Source: an optimization exercise on an open RTL-to-GDS flow (aim: small area). Production flows keep margins and buffers that such runs may drop. The RTL was checked by simulation tests, not by an equivalence proof against the original design. Power figures rest on the tool's default switching activity, not on a simulated workload.

Setup of run A:
## host_domain_top
module host_domain_top (
  input  logic        clk_i,
  input  logic        arst_n_i,
  input  logic        cfg_aw_valid_i,
  input  logic [31:0] cfg_aw_addr_i,
  input  logic        cfg_w_valid_i,
  input  logic [31:0] cfg_w_data_i,
  input  logic        cfg_b_ready_i,
  input  logic        cfg_ar_valid_i,
  input  logic [31:0] cfg_ar_addr_i,
  input  logic        cfg_r_ready_i,
  output logic        cfg_aw_ready_o,
  output logic        cfg_w_ready_o,
  output logic        cfg_b_valid_o,
  output logic [1:0]  cfg_b_resp_o,
  output logic        cfg_ar_ready_o,
  output logic        cfg_r_valid_o,
  output logic [1:0]  cfg_r_resp_o,
  output logic [31:0] cfg_r_data_o,
  input  logic [3:0]  llc_events_i,
  output logic [3:0]  pmu_irq_o,
  input  logic        dma_pe_evt_valid_i,
  output logic        dma_pe_evt_o,
  output logic        dma_pe_evt_ack_o
);
Size: about 1400 cells after synthesis.
clock: 5.0 ns
lec_check: 0
cap_margin: 20
core_margin: 2
core_utilization: 65
slew_margin: 20
standard.sh (not shown) runs the stock make flow with config.mk's settings and CLKGATE_MAP_FILE= SYNTH_SCRIPT=/design/flow/synth_recipe.tcl, a recipe that flattens the netlist after the stock synthesis.
==> flow/flow/run.sh <==
#!/bin/bash
# The standard ORFS layout with two changes:
# - the port buffers are the smallest buffer (buf_1), not the default cell;
# - clock tree synthesis adds no dummy loads and clusters up to 14 sinks
#   within 50 um on clkbuf_8, instead of many more clkbuf_16 leaves.
# Each tool's full output stays in the ORFS logs under orfs/logs; the make
# output goes to standard.log.
set -euo pipefail
export BUFFER_PORTS_ARGS="-buffer_cell sky130_fd_sc_hd__buf_1"
export CTS_ARGS="-sink_clustering_enable -repair_clock_nets -dont_use_dummy_load -buf_list {sky130_fd_sc_hd__clkbuf_4 sky130_fd_sc_hd__clkbuf_8} -sink_clustering_size 14 -sink_clustering_max_diameter 50"
bash standard.sh finish > standard.log 2>&1
Inputs modified between run A and run B:
--- a/flow/flow/run.sh
+++ b/flow/flow/run.sh
@@ -10 +10 @@
-export CTS_ARGS="-sink_clustering_enable -repair_clock_nets -dont_use_dummy_load -buf_list {sky130_fd_sc_hd__clkbuf_4 sky130_fd_sc_hd__clkbuf_8} -sink_clustering_size 14 -sink_clustering_max_diameter 50"
+export CTS_ARGS="-sink_clustering_enable -repair_clock_nets -dont_use_dummy_load -buf_list sky130_fd_sc_hd__clkbuf_8 -sink_clustering_size 14 -sink_clustering_max_diameter 50"
No stage failed in run B, and the final checks on the layout all came back clean.
Power spent charging and discharging nets: run A vs run B identical
Diff run A..run B | total power | unchanged
Looking at run B and run A, the power share of the combinational group is a wash.
Summary of run B over run A: via count of the routed design comparable, multi-input combinational cell count comparable.
[inputs] run C vs run B
# run B
export LEC_CHECK = 0
export CAP_MARGIN = 20
export CORE_MARGIN = 2
export CORE_UTILIZATION = 65
export SLEW_MARGIN = 20
create_clock -name core_clock -period 5.0 [get_ports {clk_i}]
# run C
export LEC_CHECK = 0
export CAP_MARGIN = 20
export CORE_MARGIN = 2
export CORE_UTILIZATION = 40
export SLEW_MARGIN = 20
create_clock -name core_clock -period 5.0 [get_ports {clk_i}]
Findings:
- Cells: run C has more instances than run B
- Design area (higher): run C
- Of the two values seen for startpoint of the most critical setup path, cnt_q[3][1] was produced by run B and thr_n_q[2][1] by run C.
- Wire length: run C worse than run B
- Per the comparison of run C with run B, clock buffer and inverter area fraction after layout rose by 0.29 points; post-place setup slack went down 0.045 ns; worst setup slack climbed 0.020 ns.
- Looking at endpoint of the worst setup timing path, the pmu_irq_o[3] result is from run B; the pmu_irq_o[2] one comes from run C.
- Diff run C..run B | share of flip-flops with an asynchronous set or reset | unchanged
Input changes introduced in run D (baseline for comparison: run C):
# run C
export LEC_CHECK = 0
export CAP_MARGIN = 20
export CORE_MARGIN = 2
export CORE_UTILIZATION = 40
export SLEW_MARGIN = 20
create_clock -name core_clock -period 5.0 [get_ports {clk_i}]
# run D
export LEC_CHECK = 0
export CAP_MARGIN = 20
export CORE_MARGIN = 2
export CORE_UTILIZATION = 65
export SLEW_MARGIN = 20
create_clock -name core_clock -period 5.0 [get_ports {clk_i}]
--- a/flow/flow/run.sh
+++ b/flow/flow/run.sh
@@ -10 +10 @@
-export CTS_ARGS="-sink_clustering_enable -repair_clock_nets -dont_use_dummy_load -buf_list sky130_fd_sc_hd__clkbuf_8 -sink_clustering_size 14 -sink_clustering_max_diameter 50"
+export CTS_ARGS="-sink_clustering_enable -repair_clock_nets -dont_use_dummy_load -buf_list sky130_fd_sc_hd__clkbuf_4 -sink_clustering_size 10 -sink_clustering_max_diameter 40"
==> comparison <==
Fraction of standard cell area that is sequential: run D vs run C up 1.3 points. Status: number of multi-input logic gates parity (run D, run C). Per the comparison of run D with run C, global-route wire length before repair saw a decrease; proportion of power drawn by combinational gates went up; total chip power has decreased; post-layout worst setup margin went down 0.12 ns; final design instance area without fill now smaller. When the final numbers for run C and run D were put side by side, the die area turned out to be greater in run C. Compared with run C, the detailed router inserted more vias in run D.

==> afterwards: timing with drivers on the ports <==
The results above use ideal ports. As a check the final layouts listed here were re-extracted and re-timed, cells and wires unchanged.
Step 1 (the two cells are an assumption about what drives the block):
set clk [get_ports {clk_i}]
set_driving_cell -lib_cell sky130_fd_sc_hd__clkbuf_16 $clk
set_driving_cell -lib_cell sky130_fd_sc_hd__buf_2 [delete_from_list [all_inputs] $clk]
Step 2 moves the port delays by t, midway between the first and last clock arrival at a register: inputs arrive t later, outputs are due t later. That takes back most of the time a late clock gives input paths.
Three values: ideal ports, drivers, drivers and shift; two values: the first two.
run	shift t [ns]	setup WS [ns]	hold WS [ns]	latest minus earliest clock arrival (ns)	worst slew at a driven data input, ns
run A	0.625	0.599 / 0.554 / 1.118	0.364 / 0.364 / 0.364	0.058 / 0.059	0.09
run B	0.625	0.599 / 0.554 / 1.118	0.364 / 0.364 / 0.364	0.058 / 0.059	0.09
run C	0.581	0.619 / 0.572 / 1.153	0.348 / 0.348 / 0.348	0.071 / 0.070	0.06
run D	0.705	0.496 / 0.451 / 1.120	0.372 / 0.372 / 0.372	0.065 / 0.065	0.10
After both steps setup and hold are still met in every run listed.
